This is an optimization exercise on Yosys and OpenROAD, whose aim is small area, a short achievable clock period and few clock cycles per item, not a production implementation.
In this exercise RTL edits were held to simulation tests only and were not proved equivalent to the original.
Power figures rest on the tool's default switching activity, not on a simulated workload.

== exp/ember ==
==> flow/design.v <==
`timescale 1ns/1ps
package wide_add_pkg;
  localparam logic ADD = 1'b0;
  localparam logic SUB = 1'b1;
endpackage
`timescale 1ns/1ps
module wide_add_lane #(
  parameter int BLK_W = 8
) (
  input  logic [BLK_W-1:0] a,
  input  logic [BLK_W-1:0] b,
  input  logic             cin,
  output logic [BLK_W-1:0] sum,
  output logic             gen,
  output logic             prop
);
  assign {gen, sum} = {1'b0, a} + {1'b0, b} + {{BLK_W{1'b0}}, cin};
  assign prop       = &(a ^ b);
endmodule
`timescale 1ns/1ps
module wide_add_pipe #(
  parameter int WIDTH  = 256,
  parameter int LANE_W = 64,
  parameter int EN_W   = 8,
  parameter int CNT_W  = 16
) (
  input  logic             clk,
  input  logic             rst,
  input  logic             in_valid,
  output logic             in_ready,
  input  logic [WIDTH-1:0] op1,
  input  logic [WIDTH-1:0] op2,
  input  logic             sub,
  input  logic [EN_W-1:0]  en1,
  input  logic [EN_W-1:0]  en2,
  output logic             out_valid,
  input  logic             out_ready,
  output logic [WIDTH-1:0] res,
  output logic             carry_out,
  output logic [CNT_W-1:0] drop_cnt
);
  localparam int BLK_W = 8;                 
  localparam int SUP_W = 128;                
  localparam int NS    = WIDTH / SUP_W;     
  localparam int M     = SUP_W / BLK_W;     
  localparam int LVM   = (M > 16) ? 5 : (M > 8) ? 4 : (M > 4) ? 3 : (M > 2) ? 2 : 1;
  logic             advance;
  logic             gate;
  logic             is_sub;
  logic [WIDTH-1:0] b_in;
  assign gate = &(en1 ^ en2);
  assign advance  = !out_valid || out_ready;
  assign in_ready = advance;
  assign is_sub = (sub == wide_add_pkg::SUB);
  assign b_in   = op2 ^ {WIDTH{is_sub}};
  logic valid_q;
  always_ff @(posedge clk) begin
    if (rst) begin
      valid_q <= 1'b0;
    end else if (advance) begin
      valid_q <= in_valid && gate;
    end
  end
  logic [NS-1:0] sg_q;    
  logic [NS-1:0] sp_q;    
  logic [NS:0]   sc;      
  for (genvar s = 0; s < NS; s++) begin : g_sup
    logic [SUP_W-1:0] bsum;
    logic [M-1:0]     bg;
    logic [M-1:0]     bp;
    for (genvar m = 0; m < M; m++) begin : g_blk
      localparam int LO = s * SUP_W + m * BLK_W;
      logic [BLK_W-1:0] a;
      logic [BLK_W-1:0] b;
      logic [BLK_W-1:0] sm;
      logic             ci;
      logic             g;
      logic             p;
      assign a  = op1[LO +: BLK_W];
      assign b  = b_in[LO +: BLK_W];
      assign ci = (LO == 0) ? is_sub : 1'b0;
      wide_add_lane #(.BLK_W(BLK_W)) u_lane (
        .a    (a),
        .b    (b),
        .cin  (ci),
        .sum  (sm),
        .gen  (g),
        .prop (p)
      );
      assign bsum[m*BLK_W +: BLK_W] = sm;
      assign bg[m] = g;
      assign bp[m] = (LO == 0) ? 1'b0 : p;
    end
    logic [M-1:0] pg [LVM+1];
    logic [M-1:0] pp [LVM+1];
    assign pg[0] = bg;
    assign pp[0] = bp;
    for (genvar l = 0; l < LVM; l++) begin : g_lvl
      for (genvar m = 0; m < M; m++) begin : g_node
        if (((m >> l) & 1) == 1) begin : g_comb
          localparam int J = ((m >> l) << l) - 1;
          assign pg[l+1][m] = pg[l][m] | (pp[l][m] & pg[l][J]);
          assign pp[l+1][m] = pp[l][m] & pp[l][J];
        end else begin : g_pass
          assign pg[l+1][m] = pg[l][m];
          assign pp[l+1][m] = pp[l][m];
        end
      end
    end
    logic [SUP_W-1:0] sum_q;
    logic [M-1:1]     cyl_q;    
    logic [M-1:1]     ppl_q;    
    logic             sg_r;
    logic             sp_r;
    always_ff @(posedge clk) begin
      if (advance) begin
        sum_q   <= bsum;
        cyl_q   <= pg[LVM][M-2:0];
        ppl_q   <= pp[LVM][M-2:0];
        sg_r    <= pg[LVM][M-1];
        sp_r    <= pp[LVM][M-1];
      end
    end
    assign sg_q[s] = sg_r;
    assign sp_q[s] = sp_r;
    for (genvar m = 0; m < M; m++) begin : g_inc
      localparam int LO = s * SUP_W + m * BLK_W;
      logic [BLK_W-1:0] sm;
      logic [BLK_W-1:0] low_ones;
      logic             cin;
      assign sm = sum_q[m*BLK_W +: BLK_W];
      if (m == 0) begin : g_first
        assign cin = sc[s];
      end else begin : g_rest
        assign cin = cyl_q[m] | (ppl_q[m] & sc[s]);
      end
      assign low_ones[0] = 1'b1;
      for (genvar i = 1; i < BLK_W; i++) begin : g_bit
        assign low_ones[i] = &sm[i-1:0];
      end
      assign res[LO +: BLK_W] = sm ^ (low_ones & {BLK_W{cin}});
    end
  end
  assign sc[0] = 1'b0;
  for (genvar s = 0; s < NS; s++) begin : g_sc
    assign sc[s+1] = sg_q[s] | (sp_q[s] & sc[s]);
  end
  assign out_valid = valid_q;
  assign carry_out = sc[NS];
  logic             drop_inc;
  logic [CNT_W-1:0] cnt_ones;
  assign drop_inc    = in_valid && in_ready && !gate && !(&drop_cnt);
  assign cnt_ones[0] = 1'b1;
  for (genvar i = 1; i < CNT_W; i++) begin : g_ones
    assign cnt_ones[i] = &drop_cnt[i-1:0];
  end
  always_ff @(posedge clk) begin
    if (rst) begin
      drop_cnt <= '0;
    end else if (drop_inc) begin
      drop_cnt <= drop_cnt ^ cnt_ones;
    end
  end
endmodule
Settings: LEC_CHECK=0, CAP_MARGIN=20, CORE_MARGIN=2, CORE_UTILIZATION=40, CTS_BUF_LIST=sky130_fd_sc_hd__clkbuf_8 sky130_fd_sc_hd__clkbuf_4, GPL_ROUTABILITY_DRIVEN=0, SETUP_SLACK_MARGIN=0.8, SLEW_MARGIN=20; clock period 4.2 ns.
standard.sh (not shown) runs the stock make flow with config.mk's settings and CLKGATE_MAP_FILE= SYNTH_SCRIPT=/design/flow/synth_recipe.tcl, a recipe that flattens the netlist after the stock synthesis.
==> flow/flow/run.sh <==
#!/bin/bash
# Layout flow: the standard ORFS flow (standard.sh, including its
# standard synthesis), with plain buffers instead of ORFS's default
# delay-buffer cell for the port buffers that global placement inserts.
# Every input and output port still gets its own buffer.
set -euo pipefail
export BUFFER_PORTS_ARGS="-buffer_cell sky130_fd_sc_hd__buf_1"
bash standard.sh "BUFFER_PORTS_ARGS=$BUFFER_PORTS_ARGS" finish > flow_standard.log 2>&1
exp/ember: all stages complete, timing, DRC and antenna checks passed
Testbench counts of exp/ember, summed over its fixed seeds: cycles 2,403, items 2,400.
Inputs modified between exp/ember and exp/xenon:
diff --git a/flow/config.mk b/flow/config.mk
--- a/flow/config.mk
+++ b/flow/config.mk
@@ -9,5 +9,3 @@
 export CORE_MARGIN = 2
-export CORE_UTILIZATION = 40
-export CTS_BUF_LIST = sky130_fd_sc_hd__clkbuf_8 sky130_fd_sc_hd__clkbuf_4
-export GPL_ROUTABILITY_DRIVEN = 0
+export CORE_UTILIZATION = 55
 export SETUP_SLACK_MARGIN = 0.8
Findings:
exp/xenon and exp/ember ended up with nearly the same netlist area before placement.
exp/ember → exp/xenon: gate count after technology mapping saw little to no change, horizontal extent of the die saw a decrease.
exp/xenon | ERROR | I/O pin placement
Synthesis-stage register bit count: exp/xenon vs exp/ember, no meaningful difference
There was hardly any difference in synthesized netlist net count between exp/xenon and exp/ember.
exp/xenon vs. exp/ember: die height -38 um; effective utilization at floorplan +15 points; area fraction in and, or, nand and nor cells after synthesis ~0 delta; number of synthesized flops with an enable pin ~0 delta.
Number of core rows (exp/xenon vs. exp/ember) decreases by more than 10%
### exp/xenon -> exp/quartz
diff --git a/flow/config.mk b/flow/config.mk
--- a/flow/config.mk
+++ b/flow/config.mk
@@ -9,3 +9,4 @@
 export CORE_MARGIN = 2
-export CORE_UTILIZATION = 55
+export CORE_UTILIZATION = 40
+export GPL_TIMING_DRIVEN = 0
 export SETUP_SLACK_MARGIN = 0.8
Findings:
- exp/quartz did not stop at any stage, and its layout met the timing, design-rule and antenna checks.
- exp/xenon → exp/quartz: height of the die higher, number of nets in the synthesized netlist essentially unchanged, area after synthesis has remained practically unchanged, initial cell density of the core -15 points, synthesized instance count held.
- As far as adder and majority cell fraction of the synthesized area goes, exp/xenon and exp/quartz are indistinguishable; the numbers are identical.
- Reported for exp/quartz and exp/xenon, simple logic cell fraction of the synthesized area turned out identical to the last digit.
- Any difference in post-synthesis compound-gate area fraction between exp/xenon and exp/quartz is small enough to ignore.
- exp/quartz ended with more x dimension of the die than exp/xenon.
Modified inputs, exp/raven compared to exp/quartz
diff --git a/flow/config.mk b/flow/config.mk
--- a/flow/config.mk
+++ b/flow/config.mk
@@ -10,4 +10,3 @@
 export CORE_UTILIZATION = 40
-export GPL_TIMING_DRIVEN = 0
-export SETUP_SLACK_MARGIN = 0.8
+export SETUP_SLACK_MARGIN = 0.6
 export SLEW_MARGIN = 20
Between exp/quartz and exp/raven, the post-cts sizing count is higher for exp/quartz. Global-route usage over all layers in exp/raven is 2.2 points lower than in exp/quartz. STATUS minimum clock period after layout: exp/raven wins against exp/quartz. Looking at core utilization, exp/raven sits 2.0 points lower than exp/quartz does. Count of non-CTS buffers in the layout delta for exp/raven relative to exp/quartz: about 6% lower. Summary: with exp/quartz as the reference, final area in exp/raven moved down by a few percent. As far as number of enable-type register cells in the synthesized netlist goes, exp/quartz and exp/raven are indistinguishable; the numbers are identical. Between exp/quartz and exp/raven, clock network fraction of design power is lower for exp/quartz, exp/raven comes in above that. [compare] base=exp/quartz new=exp/raven: met2 wirelength from detailed routing lost 4400 um, post-synthesis instance total neither gained nor lost much, met3 routing resource usage after global routing lost 1.9 points.

[separate check: timing with driven ports]
The flow's constraints put no driver on any port. The routed layouts listed below were extracted and timed again, unchanged, in two steps. Step 1 assumes that a clkbuf_16 drives the clock port and a buf_2 every other input. Step 2 times the ports against the registers' clock, not the clock port: input delays grow and output delays shrink by t, the midpoint of the rising clock arrivals with the driver on. Slacks: ideal ports / drivers / drivers and shift; pairs: ideal ports / drivers.
run	t (ns)	setup slack, ns	hold WS [ns]
exp/ember	0.667	0.817 / 0.831 / 0.164	0.473 / 0.438 / 0.547
exp/quartz	0.619	0.628 / 0.653 / 0.034	0.542 / 0.499 / 0.546
exp/raven	0.619	0.734 / 0.728 / 0.109	0.535 / 0.493 / 0.537
After both steps setup and hold are still met in every run listed. The setup slack of exp/ember, which loses most, moves by +0.014 ns with the drivers and by -0.653 ns with both steps.
